This design comes from an exercise in tuning for small area, a short achievable clock period and few clock cycles per item on the open sky130 flow, not from production work. Function was checked by simulation only, so behaviour that the tests miss may differ from the original. Power is estimated from default activity; no workload was simulated.

job 101:
Design ooo_top, start of the top module:
module ooo_top (
   input  wire         clock,
   input  wire         reset,
   input  wire         dispatch_valid,
   input  wire  [2:0]  dispatch_op,
   input  wire  [3:0]  dispatch_rd,
   input  wire  [3:0]  dispatch_rs1,
   input  wire  [3:0]  dispatch_rs2,
   input  wire  [15:0] dispatch_imm,
   output logic        dispatch_ready,
   output logic        commit_valid,
   output logic [3:0]  commit_rd,
   output logic [31:0] commit_value
);
export LEC_CHECK = 0
export CAP_MARGIN = 20
export CORE_MARGIN = 2
export CORE_UTILIZATION = 40
export CTS_CLUSTER_DIAMETER = 80
export CTS_CLUSTER_SIZE = 25
export PLACE_DENSITY = 0.65
export SETUP_SLACK_MARGIN = 5
export SLEW_MARGIN = 20
export TNS_END_PERCENT = 0
create_clock -name core_clock -period 8.0 [get_ports {clock}]
run.sh (not shown) runs the stock make flow with config.mk's settings and CLKGATE_MAP_FILE= SYNTH_SCRIPT=/design/flow/synth_recipe.tcl, a recipe that flattens the netlist after the stock synthesis.
Testbench counts of job 101, summed over its fixed seeds: cycles 16,438, insts 16,000.
Input changes introduced in job 102 (baseline for comparison: job 101):
Settings: changing TNS_END_PERCENT from 0 to 5.
Findings:
- All of job 102 and job 101 finish clean.
- The standard cells in job 102 occupy more silicon area than those in job 101 do.
- The run with more routed wire is job 102, not job 101.
- Compared with job 101, in job 102 global routing met1 resource utilization now larger; mean number of vias per cell went up by about 1.3%.
- ~same CTS clock-pin slew for the worst setup and hold paths in job 102 and job 101
- Going from job 101 to job 102, post-detailed-route wirelength per cell grows by 3.7%.
- In the reports for job 102 and job 101, the smaller via count belongs to job 101.
Edits applied to the flow inputs when going from job 102 to job 103:
Settings: GPL_ROUTABILITY_DRIVEN now 0, previously not set; PLACE_DENSITY now 0.5, was 0.65; TNS_END_PERCENT now 0, was 5.
==> results.txt <==
Cmp job 102 and job 103 / post-cts resize count / lower: job 103. In the tables for job 102 and job 103, final cell utilization of the core reads higher with job 102. Final cycle utilization of the critical path: job 103 > job 102. Delta (job 103 minus job 102): clock tree buffer count of the final layout picked up an extra 4, static leakage power moved down, starting density of the core held, sequential power share went down 1.2 points. Job 103 vs. job 102: number of CTS-inserted buffers went up by 7. Job 103 vs job 102: sequential standard cell area down in job 103. Diff job 102..job 103 | flip-flop and latch count | unchanged. In the metrics for job 102 and job 103, the one carrying the lower critical path depth is job 102.
Input-level comparison between job 104 and job 103:
Settings: CORE_UTILIZATION: 40 -> 50; PLACE_DENSITY: 0.5 -> 0.7; GPL_ROUTABILITY_DRIVEN: 0 -> unset.
[summary]
Job 103 → job 104: overall power has decreased, final critical delay including setup and external delays fell by 0.040 ns, non-clock buffering overhead in the final layout shows an increase of 0.18 points, placed wire-length estimate fell 14000 µm.
Critical path's slowest cell = sky130_fd_sc_hd__buf_4: job 104; critical path's slowest cell = sky130_fd_sc_hd__fa_1: job 103

---

ooo_top again, from the RTL that the note above started with.
Settings: LEC_CHECK=0, CAP_MARGIN=20, CORE_MARGIN=2, CORE_UTILIZATION=40, CTS_CLUSTER_DIAMETER=80, CTS_CLUSTER_SIZE=25, PLACE_DENSITY=0.5, SETUP_SLACK_MARGIN=5, SLEW_MARGIN=20, TNS_END_PERCENT=0; clock period 8.0 ns.
Testbench counts at the start, summed over its fixed seeds: cycles 16,438, insts 16,000.
Rerun with:
Settings changed: CTS_CLUSTER_SIZE 25 to 30.
Setup slack is better by 0.0047 ns.
Register-to-register slack is about the same.
Cell count stays flat.
Cell area barely changes.
Power hardly moves.
Synthesized area is unchanged.
Combinational power hardly moves.
Clock power is about the same.
Global-route usage hardly moves.
Hold slack degrades by 0.014 ns.

---

## tundra
ooo_top again, from the RTL that the note above started with.
Design ooo_top, start of the top module:
module ooo_top (
   input  wire         clock,
   input  wire         reset,
   input  wire         dispatch_valid,
   input  wire  [2:0]  dispatch_op,
   input  wire  [3:0]  dispatch_rd,
   input  wire  [3:0]  dispatch_rs1,
   input  wire  [3:0]  dispatch_rs2,
   input  wire  [15:0] dispatch_imm,
   output logic        dispatch_ready,
   output logic        commit_valid,
   output logic [3:0]  commit_rd,
   output logic [31:0] commit_value
);
Settings: LEC_CHECK=0, CAP_MARGIN=20, CORE_MARGIN=2, CORE_UTILIZATION=40, CTS_CLUSTER_DIAMETER=80, CTS_CLUSTER_SIZE=25, PLACE_DENSITY=0.85, SETUP_SLACK_MARGIN=5, SLEW_MARGIN=20, TNS_END_PERCENT=0; clock period 8.0 ns.
tundra: PASS, flow complete, no timing, DRC or antenna violations
Testbench counts of tundra, summed over its fixed seeds: cycles 16,438, insts 16,000.
Here is what was changed in the inputs of pepper compared with tundra.
Settings: a change of PLACE_DENSITY from 0.85 to 0.65; a change of CAP_MARGIN from 20 to 5; a change of SLEW_MARGIN from 20 to 5.
==> comparison <==
- Compared with tundra, in pepper met2 demand-to-capacity share in global routing rose 4.0 points; share of cell area taken by flip-flops and latches now smaller; relative area of non-clock buffer cells in the final design now sits higher; area overhead of the layout relative to synthesis picked up an extra 0.82 points.
- Against tundra, tightest slew margin relative to the limit in pepper came out worse.
- On utilization: between tundra and pepper, it ends up higher for pepper.
- No stage failed in pepper, and the final checks on the layout all came back clean.
- Sort tundra and pepper by number of logic stages on the critical path including buffering, ascending, and pepper comes first.
- Re cell area: pepper is 0.74% up on tundra.
- In pepper, wire length on met1 is higher than in tundra.

[separate check: timing with driven ports]
No port has a modelled driver above. Below, the same layouts with a new extraction and two added sets of constraints. Step 1, drivers: a clkbuf_16 drives clock and a buf_2 each remaining input, both assumed. Step 2 times the ports against the registers' clock, not the clock port: input delays grow and output delays shrink by t, the midpoint of the rising clock arrivals with the driver on. a / b / c = ideal / step 1 / step 2; a / b = the first two.
run | t (ns) | slack for setup (ns) | worst setup path after step 2 | clock arrival spread, ns
job 101 | 0.733 | 4.232 / 4.232 / 4.232 | register to register | 0.065 / 0.066
job 102 | 0.754 | 4.170 / 4.170 / 4.170 | register to register | 0.079 / 0.079
job 103 | 0.766 | 4.107 / 4.107 / 4.107 | register to register | 0.068 / 0.067
job 104 | 0.750 | 4.147 / 4.147 / 4.147 | register to register | 0.043 / 0.044
the first run of note 2 | 0.766 | 4.107 / 4.107 / 4.107 | register to register | 0.068 / 0.067
the second run of note 2 | 0.762 | 4.112 / 4.112 / 4.112 | register to register | 0.075 / 0.075
tundra | 0.719 | 4.134 / 4.134 / 4.134 | register to register | 0.040 / 0.040
pepper | 0.733 | 4.232 / 4.232 / 4.232 | register to register | 0.065 / 0.066
After both steps setup and hold are still met in every run listed.
